Background: an optimization exercise with open tools, aiming at small area and a short achievable clock period. Do not read the settings as production practice. At most, simulation tests tie the RTL to the original design; equivalence was not proved. The flow treats the clock pin as an ideal source, which a real chip does not have. Power is estimated from default activity; no workload was simulated.

## spi_acl_responder
module spi_acl_responder #(
  parameter int          ADDR_W  = 6,
  parameter logic [7:0]  DEVID   = 8'hAD,
  parameter int          SYNC_FF = 2
) (
  input  logic              CLK,
  input  logic              RST,
  input  logic              SCLK,
  input  logic              SS,
  input  logic              SDI,
  output logic              SDO,
  input  logic              smp_valid,
  input  logic [7:0]        smp_x,
  input  logic [7:0]        smp_y,
  input  logic [7:0]        smp_z,
  output logic [7:0]        pwr_ctl,
  output logic              wr_stb,
  output logic [ADDR_W-1:0] wr_addr,
  output logic [7:0]        wr_data,
  output logic              frame_done,
  output logic              cmd_err
);
Size: ~1,300 cells after synthesis, roughly 600 flip-flops, about 16,000 sq um of cells after synthesis.
==> flow/config.mk <==
export PLATFORM = sky130hd
export DESIGN_NAME = spi_acl_responder
export DESIGN_NICKNAME = spi_acl_responder
export VERILOG_FILES = /design/flow/design.v
export SDC_FILE = /design/flow/constraint.sdc
export NUM_CORES = 4
export LEC_CHECK = 0
export ABC_AREA = 1
export ABC_CLOCK_PERIOD_IN_PS = 2200
export CAP_MARGIN = 20
export CORE_MARGIN = 2
export CORE_UTILIZATION = 65
export CTS_BUF_LIST = sky130_fd_sc_hd__clkbuf_16
export CTS_CLUSTER_DIAMETER = 60
export CTS_CLUSTER_SIZE = 30
export PLACE_DENSITY = 0.75
export SETUP_SLACK_MARGIN = 3.8
export SLEW_MARGIN = 20
==> flow/constraint.sdc <==
create_clock -name core_clock -period 6.0 [get_ports {CLK}]
set_input_delay 1.2000 -clock core_clock [delete_from_list [all_inputs] [get_ports {CLK}]]
set_output_delay 1.2000 -clock core_clock [all_outputs]
set_load 0.01 [all_outputs]
run.sh (not shown) runs the stock make flow with config.mk's settings and CLKGATE_MAP_FILE= SYNTH_SCRIPT=/design/flow/synth_recipe.tcl, a recipe that flattens the netlist after the stock synthesis.
The baseline passed the timing, design-rule and antenna checks.
Change:
ABC_AREA = default   (was 1)
=>
- The changed run passed the timing, design-rule and antenna checks
- worst setup slack is worse by 0.016 ns
- synthesized area is lower slightly
- routed wire length is lower by a few percent
- design area is higher slightly
- global-route usage shrinks by 1.5 points
- register-to-register slack degrades by 0.14 ns
- sequential power fell by a few percent
Change:
==> flow/flow/run.sh (new file) <==
#!/bin/bash
set -euo pipefail
export PRE_GLOBAL_PLACE_TCL="$PWD/flow/outbuf.tcl"
export BUFFER_PORTS_ARGS="-inputs -buffer_cell sky130_fd_sc_hd__buf_1"
export CTS_ARGS="-sink_clustering_enable -repair_clock_nets -sink_clustering_size 30 -sink_clustering_max_diameter 60 -buf_list sky130_fd_sc_hd__clkbuf_16 -dont_use_dummy_load"
bash standard.sh > standard.log 2>&1
==> flow/flow/outbuf.tcl (new file) <==
# Buffer the output ports with buf_2 before the standard step buffers the inputs.
buffer_ports -outputs -buffer_cell sky130_fd_sc_hd__buf_2
==> flow/standard.sh (new file) <==
#!/bin/bash
# synth_recipe.tcl (not shown) runs the flow's synth.tcl, then flattens the netlist and writes it again
# the make line also repeats each setting of config.mk as NAME=value (left out here)
make -C /OpenROAD-flow-scripts/flow DESIGN_CONFIG=/design/flow/config.mk WORK_HOME=/design/flow/orfs CLKGATE_MAP_FILE= SYNTH_SCRIPT=/design/flow/synth_recipe.tcl "${@:-finish}"
ABC_AREA = 1   (was default)
removed: flow/run.sh
=>
- The new run ran to the end with no violations
- routed wire length came out higher by 3.0%
- design area came out lower by 4.6%
- sequential cell count is unchanged
- critical path depth came out lower by 1
- global-route usage came out higher by 0.76 points
- area after synthesis came out higher by 0.88%
Change:
==> flow/flow/run.sh (replaced) <==
#!/bin/bash
set -euo pipefail
export BUFFER_PORTS_ARGS="-buffer_cell sky130_fd_sc_hd__buf_2"
export CTS_ARGS="-sink_clustering_enable -repair_clock_nets -sink_clustering_size 30 -sink_clustering_max_diameter 60 -buf_list sky130_fd_sc_hd__clkbuf_16 -dont_use_dummy_load"
bash standard.sh > standard.log 2>&1
removed: flow/flow/outbuf.tcl
Global-route usage came out higher by 0.27 points.
Cell area came out higher by 2.6%.
Clock-buffer cell count came out lower by 1.
Routed wire length came out higher by 2.9%.
Power stays flat.
Core utilization came out higher by 1.8 points.
Flip-flop and latch count stays the same.
Non-clock buffer count came out higher by 39.
Sequential share of layout area came out lower by 1.7 points.
Die area is unchanged.
Clock skew came out lower by 0.019 ns.
No functional check of the RTL was part of any run of this note.

* * *

run 1:
The RTL this note starts from:
==> flow/design.v <==
`timescale 1ns/1ps
module spi_acl_responder #(
  parameter int          ADDR_W  = 6,
  parameter logic [7:0]  DEVID   = 8'hAD,
  parameter int          SYNC_FF = 2
) (
  input  logic              CLK,
  input  logic              RST,
  input  logic              SCLK,
  input  logic              SS,
  input  logic              SDI,
  output logic              SDO,
  input  logic              smp_valid,
  input  logic [7:0]        smp_x,
  input  logic [7:0]        smp_y,
  input  logic [7:0]        smp_z,
  output logic [7:0]        pwr_ctl,
  output logic              wr_stb,
  output logic [ADDR_W-1:0] wr_addr,
  output logic [7:0]        wr_data,
  output logic              frame_done,
  output logic              cmd_err
);
  localparam logic [7:0] CMD_WR = 8'h0A;
  localparam logic [7:0] CMD_RD = 8'h0B;
  localparam logic [5:0] A_DEV  = 6'h00;
  localparam logic [5:0] A_X    = 6'h08;
  localparam logic [5:0] A_Y    = 6'h09;
  localparam logic [5:0] A_Z    = 6'h0A;
  localparam logic [5:0] A_PWR  = 6'h2D;
  typedef enum logic [2:0] {
    S_IDLE, S_CMD, S_ADDR, S_WDATA, S_RDATA, S_IGNORE
  } state_t;
  state_t state, state_next;
  logic [1:0] sclk_sync, ss_sync, sdi_sync;
  logic sclk_s, ss_s, sdi_s, sclk_d, ss_d;
  logic rise, fall, rise_nx, ss_rise, ss_fall, active;
  logic [2:0] bit_cnt;
  logic [7:0] sr, rx_next, rx_pre, tx_next;
  logic [5:0] addr, addr_inc;
  logic       addr_bad, is_rd, got_byte, read_only;
  logic       bd_pre, byte_done, c_wr, c_rd, wr_en, tx_load, tx_shift, rx_shift, to_rdata;
  logic       sdo_q;
  logic [7:0] pwr_q, smp_xq, smp_yq, smp_zq;
  logic       smp_ok;
  logic [5:0] pre_addr;
  logic       pre_bad, f_dev, f_smp, f_y, f_z, f_c0, f_c1;
  logic [7:0] ld_val, smp_sel;
  logic [3:0] rot;
  logic       clr;
  logic [4:0] pa;
  logic       pa_ab, pa_rb, pa_16;
  logic [7:0] tap [8];
  logic [4:0] ins, ins_hit;
  logic       stb_d;
  logic [5:0] ins_addr;
  logic [7:0] ins_data;
  logic [7:0] tap_sel;
  logic [2:0] cap_sel;
  logic       cap0, cap1;
  logic [7:0] cand0, cand1;
  assign sclk_s  = sclk_sync[1];
  assign ss_s    = ss_sync[1];
  assign sdi_s   = sdi_sync[1];
  assign rise    = sclk_s & ~sclk_d;
  assign fall    = ~sclk_s & sclk_d;
  assign rise_nx = sclk_sync[0] & ~sclk_s;
  assign ss_rise = ss_s & ~ss_d;
  assign ss_fall = ~ss_s & ss_d;
  assign active    = (state != S_IDLE) && !ss_s;
  assign rx_next   = {sr[6:0], sdi_s};
  assign rx_pre    = {sr[6:0], sdi_s};
  assign read_only = (addr == A_DEV) || (addr == A_X) || (addr == A_Y) || (addr == A_Z);
  assign addr_inc  = addr + 6'd1;
  assign bd_pre    = !RST && rise_nx && active && (bit_cnt == 3'd7);
  assign pwr_ctl = pwr_q;
  assign SDO     = sdo_q;
  always_ff @(posedge CLK) begin
    sclk_sync <= {sclk_sync[0], SCLK};
    sdi_sync  <= {sdi_sync[0], SDI};
    sclk_d    <= sclk_s;
    if (RST) begin
      ss_sync <= '0;
      ss_d    <= 1'b0;
    end else begin
      ss_sync <= {ss_sync[0], SS};
      ss_d    <= ss_s;
    end
  end
  always_ff @(posedge CLK) begin
    byte_done <= bd_pre;
    c_wr      <= rx_pre == CMD_WR;
    c_rd      <= rx_pre == CMD_RD;
    wr_en     <= bd_pre && state == S_WDATA && !addr_bad && !read_only;
  end
  always_ff @(posedge CLK) begin
    if (RST) state <= S_IDLE;
    else     state <= state_next;
  end
  always_comb begin
    state_next = state;
    if (ss_s) begin
      state_next = S_IDLE;
    end else begin
      case (state)
        S_IDLE:  if (ss_fall) state_next = S_CMD;
        S_CMD:   if (byte_done) state_next = (c_wr || c_rd) ? S_ADDR : S_IGNORE;
        S_ADDR:  if (byte_done) state_next = is_rd ? S_RDATA : S_WDATA;
        default: state_next = state;
      endcase
    end
  end
  always_comb begin
    if (state == S_ADDR) begin
      pre_addr = rx_pre[5:0];
      pre_bad  = rx_pre[7:6] != 2'b00;
    end else begin
      pre_addr = addr_inc;
      pre_bad  = addr_bad;
    end
  end
  always_ff @(posedge CLK) begin
    f_dev <= !pre_bad && pre_addr == A_DEV;
    f_smp <= !pre_bad && (pre_addr == A_X || pre_addr == A_Y || pre_addr == A_Z);
    f_y   <= pre_addr[0];
    f_z   <= pre_addr[1];
    f_c0  <= !pre_bad && !pre_addr[0] && pre_addr != A_DEV && pre_addr != A_X && pre_addr != A_Z;
    f_c1  <= !pre_bad && pre_addr[0] && pre_addr != A_Y;
  end
  assign smp_sel = f_z ? smp_zq : f_y ? smp_yq : smp_xq;
  assign ld_val  = ({8{f_dev}} & DEVID) | ({8{f_smp && smp_ok}} & smp_sel) |
                   ({8{f_c0}} & cand0) | ({8{f_c1}} & cand1);
  assign to_rdata = (state == S_ADDR && is_rd) || state == S_RDATA;
  assign tx_load  = byte_done && to_rdata;
  assign tx_shift = active && state == S_RDATA && fall && bit_cnt != 3'd0;
  assign rx_shift = active && state != S_RDATA && rise;
  assign tx_next  = tx_load ? ld_val : tx_shift ? {sr[6:0], 1'b0} : rx_shift ? rx_next : sr;
  always_ff @(posedge CLK) begin
    sr <= tx_next;
    if (!active) begin
      bit_cnt  <= '0;
      got_byte <= 1'b0;
    end else begin
      if (rise) bit_cnt <= bit_cnt + 3'd1;
      if (byte_done) got_byte <= 1'b1;
      if (byte_done && state == S_CMD) is_rd <= c_rd;
      if (byte_done && state == S_ADDR) begin
        addr     <= rx_next[5:0];
        addr_bad <= rx_next[7:6] != 2'b00;
      end else if (byte_done && (state == S_WDATA || state == S_RDATA)) begin
        addr     <= addr_inc;
      end
    end
  end
  always_ff @(posedge CLK) begin
    if (RST) sdo_q <= 1'b0;
    else     sdo_q <= to_rdata && !ss_s && !ss_sync[0] && (state == S_RDATA || byte_done) && tx_next[7];
  end
  always_ff @(posedge CLK) begin
    if (RST) pwr_q <= 8'h00;
    else if (wr_en && addr == A_PWR) pwr_q <= rx_next;
    if (smp_valid) begin
      smp_xq <= smp_x;
      smp_yq <= smp_y;
      smp_zq <= smp_z;
    end
    if (RST) smp_ok <= 1'b0;
    else if (smp_valid) smp_ok <= 1'b1;
  end
  always_ff @(posedge CLK) begin
    if (RST) begin
      rot <= 4'd0;
      clr <= 1'b1;
    end else begin
      rot <= rot + 4'd1;
      if (rot == 4'd15) clr <= 1'b0;
    end
  end
  always_ff @(posedge CLK) begin
    ins_addr <= wr_addr;
    stb_d    <= wr_en;
    if (RST) ins_data <= 8'h00;
    else     ins_data <= wr_data;
    for (int r = 0; r < 5; r++) ins[r] <= clr || (ins_hit[r] && !stb_d);
  end
  assign ins_hit[0] = (ins_addr[5:3] == 3'd0 && ins_addr[2:0] == rot[2:0]) ||
                      (ins_addr == 6'h0B && rot[2:0] == 3'd0);
  assign ins_hit[1] = ins_addr[5:2] == 4'b0011 && ins_addr[1:0] == rot[1:0];
  for (genvar k = 1; k < 4; k++) begin : g_ins
    assign ins_hit[k+1] = ins_addr[5:4] == 2'(k) && ins_addr[3:0] == rot;
  end
  logic [63:0] ring_a;
  logic [31:0] ring_b;
  logic [127:0] ring_1, ring_2, ring_3;
  always_ff @(posedge CLK) begin
    ring_a <= {ring_a[7:0], ins[0] ? ins_data : ring_a[63:56], ring_a[55:8]};
    ring_b <= {ring_b[7:0], ins[1] ? ins_data : ring_b[31:24], ring_b[23:8]};
    ring_1 <= {ring_1[7:0], ins[2] ? ins_data : ring_1[127:120], ring_1[119:8]};
    ring_2 <= {ring_2[7:0], ins[3] ? ins_data : ring_2[127:120], ring_2[119:8]};
    ring_3 <= {ring_3[7:0], ins[4] ? ins_data : ring_3[127:120], ring_3[119:8]};
  end
  assign tap[0] = ring_a[63:56];
  assign tap[1] = ring_b[31:24];
  assign tap[2] = ring_1[127:120];
  assign tap[3] = ring_1[63:56];
  assign tap[4] = ring_2[127:120];
  assign tap[5] = ring_2[63:56];
  assign tap[6] = ring_3[127:120];
  assign tap[7] = ring_3[63:56];
  always_comb begin
    if (state == S_ADDR) pa = (bit_cnt == 3'd7) ? sr[4:0] : {sr[3:0], sdi_s};
    else                 pa = addr_inc[5:1];
  end
  assign pa_ab = pa == 5'b00101;
  assign pa_rb = pa[4:2] == 3'd1 && pa[1];
  assign pa_16 = pa[4:3] != 2'd0;
  always_ff @(posedge CLK) begin
    cap_sel <= pa_16 ? {pa[4:3], pa[2] ^ rot[3]} : {2'd0, pa_rb};
    cap0    <= pa_rb ? rot[1:0] == {pa[0], 1'b0} : rot[2:0] == {pa[1:0], 1'b0};
    cap1    <= pa_rb ? rot[1:0] == {pa[0], 1'b1} : pa_ab ? rot[2:0] == 3'd0 : rot[2:0] == {pa[1:0], 1'b1};
  end
  assign tap_sel = tap[cap_sel];
  always_ff @(posedge CLK) begin
    if (cap0) cand0 <= tap_sel;
    if (cap1) cand1 <= tap_sel;
  end
  always_ff @(posedge CLK) begin
    if (RST) begin
      wr_stb     <= 1'b0;
      wr_addr    <= '0;
      wr_data    <= '0;
      frame_done <= 1'b0;
      cmd_err    <= 1'b0;
    end else begin
      wr_stb     <= wr_en;
      frame_done <= ss_rise && got_byte;
      if (wr_en) begin
        wr_addr <= addr;
        wr_data <= rx_next;
      end
      if (byte_done && state == S_CMD && !c_wr && !c_rd)
        cmd_err <= 1'b1;
    end
  end
endmodule
==> flow/config.mk <==
export PLATFORM = sky130hd
export DESIGN_NAME = spi_acl_responder
export DESIGN_NICKNAME = spi_acl_responder
export VERILOG_FILES = /design/flow/design.v
export SDC_FILE = /design/flow/constraint.sdc
export NUM_CORES = 4
export LEC_CHECK = 0
export ABC_AREA = 1
export ABC_CLOCK_PERIOD_IN_PS = 2200
export CAP_MARGIN = 20
export CORE_MARGIN = 2
export CORE_UTILIZATION = 58
export CTS_BUF_LIST = sky130_fd_sc_hd__clkbuf_16
export CTS_CLUSTER_DIAMETER = 60
export CTS_CLUSTER_SIZE = 30
export PLACE_DENSITY = 0.7
export SETUP_SLACK_MARGIN = 4.0
export SLEW_MARGIN = 20
==> flow/constraint.sdc <==
create_clock -name core_clock -period 6.0 [get_ports {CLK}]
set_input_delay 1.2000 -clock core_clock [delete_from_list [all_inputs] [get_ports {CLK}]]
set_output_delay 1.2000 -clock core_clock [all_outputs]
set_load 0.01 [all_outputs]
standard.sh (not shown) runs the stock make flow with config.mk's settings and CLKGATE_MAP_FILE= SYNTH_SCRIPT=/design/flow/synth_recipe.tcl, a recipe that flattens the netlist after the stock synthesis.
==> flow/flow/run.sh <==
#!/bin/bash
set -euo pipefail
export BUFFER_PORTS_ARGS="-buffer_cell sky130_fd_sc_hd__buf_2"
export CTS_ARGS="-sink_clustering_enable -repair_clock_nets -sink_clustering_size 30 -sink_clustering_max_diameter 60 -buf_list sky130_fd_sc_hd__clkbuf_16 -dont_use_dummy_load"
export POST_CTS_TCL="$PWD/flow/quad_clk.tcl"
bash standard.sh > standard.log 2>&1
Other scripts of this flow, unchanged in this note and not shown: flow/flow/quad_clk.tcl
Run 1 went all the way through synthesis, placement and routing and the layout is clean on timing, DRC and antenna.
Relative to run 1, the following input files were edited for run 2:
- PLACE_DENSITY: 0.7 -> 0.75
- CORE_UTILIZATION: 58 -> 65
- SETUP_SLACK_MARGIN: 4.0 -> 3.9
Results
Register-to-register slack in run 2 is 0.03 ns below run 1.
Tap cell instance count (run 2 over run 1): decrease, about 5%
Diff run 1 -> run 2: number of placed cells counting well taps went down 17, combined area of the multi-input logic cells decreased 0.81%, number of vias per cell higher, total detailed-routing wirelength neither gained nor lost much.
Run 2 vs run 1, setup slack went up by 0.0056 ns.
Wire length of the first global-routing pass across run 2 and run 1: no real change.
Inputs modified between run 2 and run 3:
- swapping 3.9 for 4.0 in SETUP_SLACK_MARGIN
[summary]
- A critical path's slowest cell of dfxtp_2 is what run 2 shows, while dfxtp_4 belongs to run 3.
- What run 3 reported for largest vdd supply drop has to be multiplied by 1.09 to get the figure for run 2.
- Per the comparison of run 3 with run 2, worst setup slack shows an increase of 0.0088 ns, post-route total power shows an increase of 0.000041 W, final wirelength shows a reduction of 0.59%.
- The final reports for run 3 and run 2 show global placement routability congestion higher in the former.
- For the depth of the worst register-to-register path, run 3 came in 2 lower than run 2 did.
- Comparing run 2 against run 3, there is no change at all in number of multi-input logic gates.
- From run 3 to run 2, synthesized instance count did not move at all.

[separate check: timing with driven ports]
The flow's constraints put no driver on any port. The routed layouts listed below were extracted and timed again, unchanged, in two steps.
Step 1 sets driving cells, clkbuf_16 on the clock port and buf_2 on the other inputs (assumed; they add their load-dependent delay and slew).
Step 2 times the ports against the registers' clock, not the clock port: input delays grow and output delays shrink by t, the midpoint of the rising clock arrivals with the driver on.
Slacks: no drivers / after step 1 / after step 2; pairs: no drivers / after step 1.
| run | shift t [ns] | setup WS [ns] | worst data-port slew with drivers (ns) | cell pins on the clock port's net |
|---|---|---|---|---|
| the first run of note 1 | 0.607 | 3.728 / 3.679 / 3.402 | 0.05 | 1 |
| the second run of note 1 | 0.611 | 3.713 / 3.665 / 3.363 | 0.05 | 1 |
| the third run of note 1 | 0.597 | 3.801 / 3.753 / 3.357 | 0.04 | 1 |
| the fourth run of note 1 | 0.588 | 3.712 / 3.663 / 3.405 | 0.03 | 1 |
| run 1 | 0.435 | 3.967 / 3.870 / 3.694 | 0.04 | 4 |
| run 2 | 0.436 | 3.972 / 3.872 / 3.636 | 0.03 | 4 |
| run 3 | 0.432 | 3.981 / 3.881 / 3.726 | 0.04 | 4 |
After both steps setup and hold are still met in every run listed. For the third run of note 1, which loses most, drivers alone change the setup slack by -0.048 ns; drivers and shift together by -0.444 ns.
